Source: an optimization exercise on an open RTL-to-GDS flow (aim: a short achievable clock period and few clock cycles). Production flows keep margins and buffers that such runs may drop.
Function was checked by simulation only, so behaviour that the tests miss may differ from the original.
Power is estimated from default activity; no workload was simulated.

==> raven <==
==> flow/design.v <==
`timescale 1ns/100ps
package isa_pkg;
   localparam int code_w     = 16;
   localparam int reg_addr_w = 4;
   localparam int imm_w      = 8;
   localparam int tgt_w      = 8;    
   typedef enum logic [2:0] {
      alu_class = 3'd0,
      jz        = 3'd1,    
      jnz       = 3'd2,    
      loadi     = 3'd3,    
      jnc       = 3'd4,    
      jc        = 3'd5,    
      stop      = 3'd6,    
      nop       = 3'd7     
   } class_e;
   typedef enum logic [2:0] {
      op_sll  = 3'b000,
      op_srl  = 3'b001,
      op_add  = 3'b010,
      op_sub  = 3'b011,
      op_and  = 3'b100,
      op_xnor = 3'b101
   } alu_op_e;
   typedef struct packed {
      class_e                cls;
      alu_op_e               op;
      logic [reg_addr_w-1:0] dest;
      logic [reg_addr_w-1:0] src_a;
      logic [reg_addr_w-1:0] src_b;
      logic [imm_w-1:0]      imm;
      logic [tgt_w-1:0]      target;
   } decoded_t;
endpackage
`timescale 1ns/100ps
package core_pkg;
   localparam int word_w = 32;    
   typedef enum logic [1:0] {
      s_req     = 2'd0,
      s_release = 2'd1,
      s_exec    = 2'd2,
      s_halt    = 2'd3
   } seq_state_e;
   typedef struct packed {
      logic [word_w-1:0] data;
      logic              carry;    
   } alu_res_t;
   typedef struct packed {
      logic                     take;
      logic [7:0]                target;    
   } br_res_t;
   typedef struct packed {
      logic                          we;
      logic [3:0]                    addr;    
      logic [word_w-1:0]             data;
   } wb_t;
endpackage
`timescale 1ns/100ps
module instr_decoder (
   input  logic [isa_pkg::code_w-1:0] code,
   output isa_pkg::decoded_t          dec
);
   logic op_legal;
   assign op_legal = (code[14:12] <= 3'b101);    
   always_comb begin
      dec = '0;
      casez (code[15:12])
         4'b0???: dec.cls = op_legal ? isa_pkg::alu_class : isa_pkg::nop;
         4'b1000: dec.cls = isa_pkg::jz;
         4'b1001: dec.cls = isa_pkg::jnz;
         4'b1010: dec.cls = isa_pkg::loadi;
         4'b1011: dec.cls = isa_pkg::jnc;
         4'b1100: dec.cls = isa_pkg::jc;
         4'b1111: dec.cls = isa_pkg::stop;
         default: dec.cls = isa_pkg::nop;    
      endcase
      if (op_legal) begin
         dec.op = isa_pkg::alu_op_e'(code[14:12]);
      end else begin
         dec.op = isa_pkg::op_sll;
      end
      dec.dest   = code[11:8];
      dec.src_a  = code[7:4];    
      dec.src_b  = code[3:0];
      dec.imm    = code[7:0];
      dec.target = {code[11:8], code[3:0]};
   end
endmodule
`timescale 1ns/100ps
module reg_file #(
   parameter int data_w = 32
) (
   input  logic                          clk,
   input  logic                          arst_n,
   input  logic [isa_pkg::reg_addr_w-1:0] addr_a,
   input  logic [isa_pkg::reg_addr_w-1:0] addr_b,
   output logic [data_w-1:0]             rd_a,
   output logic [data_w-1:0]             rd_b,
   input  core_pkg::wb_t                 wb
);
   localparam int n_regs = 1 << isa_pkg::reg_addr_w;
   logic [data_w-1:0] regs [n_regs];
   always_ff @(posedge clk or negedge arst_n) begin
      if (!arst_n) begin
         for (int i = 0; i < n_regs; i++) regs[i] <= '0;
      end else if (wb.we) begin
         regs[wb.addr] <= wb.data[data_w-1:0];
      end
   end
   assign rd_a = regs[addr_a];
   assign rd_b = regs[addr_b];
endmodule
`timescale 1ns/100ps
module alu #(
   parameter int data_w = 32
) (
   input  logic [data_w-1:0] a,
   input  logic [data_w-1:0] b,
   input  isa_pkg::alu_op_e  op,
   output core_pkg::alu_res_t res
);
   logic              sub;
   logic [data_w-1:0] b_eff;
   logic [data_w:0]   sum;     
   logic [data_w-1:0] y;
   assign sub   = (op == isa_pkg::op_sub);
   assign b_eff = sub ? ~b : b;
   assign sum   = {1'b0, a} + {1'b0, b_eff} + sub;
   always_comb begin
      y = '0;
      case (op)
         isa_pkg::op_sll:  y = a << b[4:0];
         isa_pkg::op_srl:  y = a >> b[4:0];
         isa_pkg::op_add,
         isa_pkg::op_sub:  y = sum[data_w-1:0];
         isa_pkg::op_and:  y = a & b;
         isa_pkg::op_xnor: y = ~(a ^ b);
         default: y = '0;
      endcase
   end
   assign res.data  = core_pkg::word_w'(y);
   assign res.carry = sum[data_w];
endmodule
`timescale 1ns/100ps
module branch_unit #(
   parameter int data_w = 32
) (
   input  logic              clk,
   input  logic              arst_n,
   input  logic [data_w-1:0] a,
   input  isa_pkg::decoded_t dec,
   input  logic              alu_carry,
   input  logic              exec,
   output core_pkg::br_res_t br
);
   logic carry_q;
   logic a_zero;
   logic arith;
   assign a_zero = (a == '0);
   assign arith  = (dec.cls == isa_pkg::alu_class) && (dec.op == isa_pkg::op_add || dec.op == isa_pkg::op_sub);
   always_ff @(posedge clk or negedge arst_n) begin
      if (!arst_n) begin
         carry_q <= 1'b0;
      end else if (exec && arith) begin
         carry_q <= alu_carry;
      end
   end
   always_comb begin
      case (dec.cls)
         isa_pkg::jz:      br.take = a_zero;
         isa_pkg::jnz:     br.take = !a_zero;
         isa_pkg::jc:      br.take = carry_q;
         isa_pkg::jnc:     br.take = !carry_q;
         default: br.take = 1'b0;
      endcase
      br.target = dec.target;
   end
endmodule
`timescale 1ns/100ps
module sequencer #(
   parameter int data_w = 32,
   parameter int pc_w   = 8
) (
   input  logic                       clk,
   input  logic                       arst_n,
   output logic                       fetch_req,
   output logic [pc_w-1:0]            fetch_pc,
   input  logic [isa_pkg::code_w-1:0] fetch_code,
   input  logic                       fetch_ack,
   output logic [isa_pkg::code_w-1:0] code,
   input  isa_pkg::decoded_t          dec,
   input  core_pkg::alu_res_t         alu_res,
   input  core_pkg::br_res_t          br,
   output logic                       exec,
   output core_pkg::wb_t              wb,
   output logic                       halted
);
   core_pkg::seq_state_e        state;
   logic [pc_w-1:0]   pc;
   logic [data_w-1:0] wb_word;
   logic              wb_we;
   always_ff @(posedge clk or negedge arst_n) begin
      if (!arst_n) begin
         state     <= core_pkg::s_req;
         fetch_req <= 1'b0;
         pc        <= '0;
         code      <= '0;
      end else begin
         case (state)
            core_pkg::s_req: begin
               if (!fetch_req) begin
                  fetch_req <= 1'b1;
               end else if (fetch_ack) begin
                  code      <= fetch_code;
                  fetch_req <= 1'b0;
                  state     <= core_pkg::s_release;
               end
            end
            core_pkg::s_release: if (!fetch_ack) state <= core_pkg::s_exec;    
            core_pkg::s_exec: begin
               if (dec.cls == isa_pkg::stop) begin
                  state <= core_pkg::s_halt;    
               end else begin
                  state <= core_pkg::s_req;
                  pc    <= br.take ? br.target[pc_w-1:0] : pc + 1'b1;
               end
            end
            default: state <= core_pkg::s_halt;    
         endcase
      end
   end
   assign fetch_pc = pc;
   assign exec     = (state == core_pkg::s_exec);
   assign halted   = (state == core_pkg::s_halt);
   always_comb begin
      wb_we   = 1'b0;
      wb_word = '0;
      if (exec) begin
         case (dec.cls)
            isa_pkg::alu_class: begin
               wb_we   = 1'b1;
               wb_word = alu_res.data[data_w-1:0];
            end
            isa_pkg::loadi: begin
               wb_we   = 1'b1;
               wb_word = data_w'(dec.imm);    
            end
            default: wb_we = 1'b0;
         endcase
      end
      wb.we   = wb_we;
      wb.addr = dec.dest;
      wb.data = core_pkg::word_w'(wb_word);
   end
endmodule
`timescale 1ns/100ps
module cpu_core #(
   parameter int data_w = 32,
   parameter int pc_w   = 8
) (
   input  logic                           clk,
   input  logic                           arst_n,
   output logic                           fetch_req,
   output logic [pc_w-1:0]                fetch_pc,
   input  logic [isa_pkg::code_w-1:0]     fetch_code,
   input  logic                           fetch_ack,
   output logic                           wb_valid,
   output logic [isa_pkg::reg_addr_w-1:0] wb_addr,
   output logic [data_w-1:0]              wb_data,
   output logic                           halted
);
   logic [isa_pkg::code_w-1:0] code;
   isa_pkg::decoded_t          dec;
   logic [data_w-1:0] rd_a;
   logic [data_w-1:0] rd_b;
   core_pkg::alu_res_t          alu_res;
   core_pkg::br_res_t           br;
   core_pkg::wb_t               wb;
   logic              exec;
   instr_decoder u_dec (
      .code (code),
      .dec  (dec)
   );
   reg_file #(.data_w(data_w)) u_rf (
      .clk    (clk),
      .arst_n (arst_n),
      .addr_a (dec.src_a),
      .addr_b (dec.src_b),
      .rd_a   (rd_a),
      .rd_b   (rd_b),
      .wb     (wb)
   );
   alu #(.data_w(data_w)) u_alu (
      .a   (rd_a),
      .b   (rd_b),
      .op  (dec.op),
      .res (alu_res)
   );
   branch_unit #(.data_w(data_w)) u_br (
      .clk       (clk),
      .arst_n    (arst_n),
      .a         (rd_a),
      .dec       (dec),
      .alu_carry (alu_res.carry),
      .exec      (exec),
      .br        (br)
   );
   sequencer #(.data_w(data_w), .pc_w(pc_w)) u_seq (
      .clk        (clk),
      .arst_n     (arst_n),
      .fetch_req  (fetch_req),
      .fetch_pc   (fetch_pc),
      .fetch_code (fetch_code),
      .fetch_ack  (fetch_ack),
      .code       (code),
      .dec        (dec),
      .alu_res    (alu_res),
      .br         (br),
      .exec       (exec),
      .wb         (wb),
      .halted     (halted)
   );
   assign wb_valid = wb.we;
   assign wb_addr  = wb.addr;
   assign wb_data  = wb.data[data_w-1:0];
endmodule
==> flow/run.sh <==
#!/bin/bash
# synth_recipe.tcl (not shown) runs the flow's synth.tcl, then flattens the netlist and writes it again
# the make line also repeats each setting of config.mk as NAME=value (left out here)
make -C /OpenROAD-flow-scripts/flow DESIGN_CONFIG=/design/flow/config.mk WORK_HOME=/design/flow/orfs CLKGATE_MAP_FILE= SYNTH_SCRIPT=/design/flow/synth_recipe.tcl finish
==> flow/config.mk <==
export PLATFORM = sky130hd
export DESIGN_NAME = cpu_core
export DESIGN_NICKNAME = cpu_core
export VERILOG_FILES = /design/flow/design.v
export SDC_FILE = /design/flow/constraint.sdc
export NUM_CORES = 4
export LEC_CHECK = 0
export CAP_MARGIN = 20
export CORE_MARGIN = 2
export CORE_UTILIZATION = 30
export SLEW_MARGIN = 20
==> flow/constraint.sdc <==
create_clock -name core_clock -period 11.0 [get_ports {clk}]
set_input_delay 2.2000 -clock core_clock [delete_from_list [all_inputs] [get_ports {clk}]]
set_output_delay 2.2000 -clock core_clock [all_outputs]
set_load 0.01 [all_outputs]
==> yarrow (differences from raven) <==
--- a/flow/design.v
+++ b/flow/design.v
@@ -269,58 +269,129 @@
    output logic [data_w-1:0]              wb_data,
    output logic                           halted
 );
-   logic [isa_pkg::code_w-1:0] code;
-   isa_pkg::decoded_t          dec;
-   logic [data_w-1:0] rd_a;
-   logic [data_w-1:0] rd_b;
-   core_pkg::alu_res_t          alu_res;
-   core_pkg::br_res_t           br;
-   core_pkg::wb_t               wb;
-   logic              exec;
-   instr_decoder u_dec (
-      .code (code),
-      .dec  (dec)
-   );
-   reg_file #(.data_w(data_w)) u_rf (
-      .clk    (clk),
-      .arst_n (arst_n),
-      .addr_a (dec.src_a),
-      .addr_b (dec.src_b),
-      .rd_a   (rd_a),
-      .rd_b   (rd_b),
-      .wb     (wb)
-   );
-   alu #(.data_w(data_w)) u_alu (
-      .a   (rd_a),
-      .b   (rd_b),
-      .op  (dec.op),
-      .res (alu_res)
-   );
-   branch_unit #(.data_w(data_w)) u_br (
-      .clk       (clk),
-      .arst_n    (arst_n),
-      .a         (rd_a),
-      .dec       (dec),
-      .alu_carry (alu_res.carry),
-      .exec      (exec),
-      .br        (br)
-   );
-   sequencer #(.data_w(data_w), .pc_w(pc_w)) u_seq (
-      .clk        (clk),
-      .arst_n     (arst_n),
-      .fetch_req  (fetch_req),
-      .fetch_pc   (fetch_pc),
-      .fetch_code (fetch_code),
-      .fetch_ack  (fetch_ack),
-      .code       (code),
-      .dec        (dec),
-      .alu_res    (alu_res),
-      .br         (br),
-      .exec       (exec),
-      .wb         (wb),
-      .halted     (halted)
-   );
-   assign wb_valid = wb.we;
-   assign wb_addr  = wb.addr;
-   assign wb_data  = wb.data[data_w-1:0];
+   logic                       req_q;       
+   logic                       pend_q;      
+   logic [pc_w-1:0]            pc_q;        
+   logic [isa_pkg::code_w-1:0] code_q;
+   logic                       dv_q;        
+   logic                       halt_q;
+   logic [data_w-1:0] regs [16];
+   logic              carry_q;
+   logic [3:0]        op_hi;
+   logic [data_w-1:0] rs_a, rs_b;
+   logic              a_zero, take, is_stop, is_alu, is_ldi;
+   logic [pc_w-1:0]   npc;
+   assign op_hi   = code_q[15:12];
+   assign rs_a    = regs[code_q[7:4]];
+   assign rs_b    = regs[code_q[3:0]];
+   assign a_zero  = (rs_a == '0);
+   assign is_stop = (op_hi == 4'b1111);
+   assign is_alu  = !op_hi[3] && (op_hi[2:0] <= 3'd5);
+   assign is_ldi  = (op_hi == 4'b1010);
+   always_comb begin
+      case (op_hi)
+         4'b1000: take = a_zero;
+         4'b1001: take = !a_zero;
+         4'b1011: take = !carry_q;
+         4'b1100: take = carry_q;
+         default: take = 1'b0;
+      endcase
+      npc = take ? {code_q[11:8], code_q[3:0]} : pc_q + 1'b1;
+   end
+   logic              ex_we_q;
+   logic [3:0]        ex_d_q;
+   logic [2:0]        ex_op_q;     
+   logic              ex_setc_q;
+   logic [data_w-1:0] ex_a_q, ex_b_q;
+   always_ff @(posedge clk or negedge arst_n) begin
+      if (!arst_n) begin
+         req_q   <= 1'b0;
+         pend_q  <= 1'b1;
+         pc_q    <= '0;
+         code_q  <= '0;
+         dv_q    <= 1'b0;
+         halt_q  <= 1'b0;
+      end else begin
+         dv_q <= 1'b0;
+         if (req_q) begin
+            if (fetch_ack) begin
+               code_q <= fetch_code;
+               dv_q   <= 1'b1;
+               req_q  <= 1'b0;
+            end
+         end else if (dv_q) begin
+            if (is_stop) begin
+               halt_q <= 1'b1;               
+            end else begin
+               pc_q   <= npc;
+               req_q  <= !fetch_ack;
+               pend_q <= fetch_ack;
+            end
+         end else if (pend_q && !fetch_ack) begin
+            req_q  <= 1'b1;
+            pend_q <= 1'b0;
+         end
+      end
+   end
+   always_ff @(posedge clk or negedge arst_n) begin
+      if (!arst_n) begin
+         ex_we_q   <= 1'b0;
+         ex_d_q    <= '0;
+         ex_op_q   <= '0;
+         ex_setc_q <= 1'b0;
+         ex_a_q    <= '0;
+         ex_b_q    <= '0;
+      end else begin
+         ex_we_q   <= dv_q && (is_alu || is_ldi);
+         ex_setc_q <= dv_q && is_alu && (op_hi[2:1] == 2'b01);
+         if (dv_q) begin
+            ex_d_q  <= code_q[11:8];
+            ex_op_q <= is_ldi ? 3'd6 : op_hi[2:0];
+            ex_a_q  <= is_ldi ? data_w'(code_q[7:0]) : rs_a;
+            ex_b_q  <= rs_b;
+         end
+      end
+   end
+   logic              sub;
+   logic [data_w:0]   sum;
+   logic [data_w-1:0] y;
+   assign sub = ex_op_q[0];
+   assign sum = {1'b0, ex_a_q} + {1'b0, sub ? ~ex_b_q : ex_b_q} + sub;
+   always_comb begin
+      case (ex_op_q)
+         3'd0:    y = ex_a_q << ex_b_q[4:0];
+         3'd1:    y = ex_a_q >> ex_b_q[4:0];
+         3'd2,
+         3'd3:    y = sum[data_w-1:0];
+         3'd4:    y = ex_a_q & ex_b_q;
+         3'd5:    y = ~(ex_a_q ^ ex_b_q);
+         default: y = ex_a_q;
+      endcase
+   end
+   logic              wb_v_q;
+   logic [3:0]        wb_a_q;
+   logic [data_w-1:0] wb_d_q;
+   always_ff @(posedge clk or negedge arst_n) begin
+      if (!arst_n) begin
+         carry_q <= 1'b0;
+         wb_v_q  <= 1'b0;
+         wb_a_q  <= '0;
+         wb_d_q  <= '0;
+         for (int i = 0; i < 16; i++) regs[i] <= '0;
+      end else begin
+         wb_v_q <= ex_we_q;
+         if (ex_setc_q) carry_q <= sum[data_w];
+         if (ex_we_q) begin
+            wb_a_q       <= ex_d_q;
+            wb_d_q       <= y;
+            regs[ex_d_q] <= y;
+         end
+      end
+   end
+   assign fetch_req = req_q;
+   assign fetch_pc  = pc_q;
+   assign wb_valid  = wb_v_q;
+   assign wb_addr   = wb_a_q;
+   assign wb_data   = wb_d_q;
+   assign halted    = halt_q;
 endmodule
--- a/flow/config.mk
+++ b/flow/config.mk
@@ -5,7 +5,9 @@
 export SDC_FILE = /design/flow/constraint.sdc
 export NUM_CORES = 4
 export LEC_CHECK = 0
+export ABC_CLOCK_PERIOD_IN_PS = 2500
 export CAP_MARGIN = 20
 export CORE_MARGIN = 2
-export CORE_UTILIZATION = 30
+export CORE_UTILIZATION = 40
+export SETUP_SLACK_MARGIN = 5
 export SLEW_MARGIN = 20
==> comparison table <==
| item | yarrow | raven |
|---|---|---|
| Status | finished clean | finished clean |
| Routability congestion estimate | 1.023 | 1.026 |
| Period Utilization, post-route | 51.65% | 91.96% |
| Post-detailed-route wirelength per cell | 31.94 um | 33.03 um |
| Worst slack at placement | 5.728 ns | 1.816 ns |
| FF-to-FF setup slack | 5.32 ns | 3.82 ns |
| Kind of end point of the critical path | register | output port |
| Post-route minimum period | 5.681 ns | 10.12 ns |
| Fill count | 9279 | 12070 |
| FF/Latch Area | 0.01633 mm^2 | 0.01353 mm^2 |
| Via count | 37450 | 36110 |
| Post-CTS clock slew at the launch and capture registers of the worst setup and hold paths | 0.06 ns | 0.07 ns |
| Worst-case hold slack | 0.4694 ns | 0.5122 ns |
| Width of the die | 313.9 um | 346.1 um |
| Met2 WL post-DR | 74310 um | 74410 um |
| Area of the multi-input gates | 0.02055 mm^2 | 0.01988 mm^2 |
| Clk Latency, worst-skew pair | 0.66 ns | 0.68 ns |
| Antenna violations before repair | 11 | 8 |
| Layout clock buffer count | 109 | 81 |
| Final std cells w/o fill | 5565 | 5599 |
| Share of the synthesized area in compound gates (AO/OA/AOI/OAI) | 24.53% | 28.93% |
| Pwr Density | 337.1 mW/mm^2 | 106.2 mW/mm^2 |
| Placed insts | 5414 | 5481 |
| Average cell area after synthesis | 8.848 um^2 | 8.538 um^2 |
| Count of inserted tapcells | 1265 | 1524 |
Testbench counts of raven, summed over its fixed seeds: cycles 66,472.
Testbench counts of yarrow, summed over its fixed seeds: cycles 33,308.

-- separate check: timing with driven ports --
Ports are ideal in the flow. The routed layouts listed here were re-timed in OpenROAD. Step 1 sets driving cells, clkbuf_16 on the clock port and buf_2 on the other inputs (assumed; they add their load-dependent delay and slew). Step 2 moves the port delays by t, midway between the first and last clock arrival at a register: inputs arrive t later, outputs are due t later. That takes back most of the time a late clock gives input paths. a / b / c = ideal ports / drivers / drivers and shift; a / b = the first two.
run | shift t [ns] | setup WS [ns] | slew at the worst register clock pin (ns) | worst data-port slew with drivers (ns)
raven | 0.732 | 0.884 / 0.807 / 1.539 | 0.07 / 0.07 | 0.05
yarrow | 0.711 | 5.319 / 5.319 / 5.319 | 0.07 / 0.07 | 0.10
After both steps every run listed still meets setup and hold.
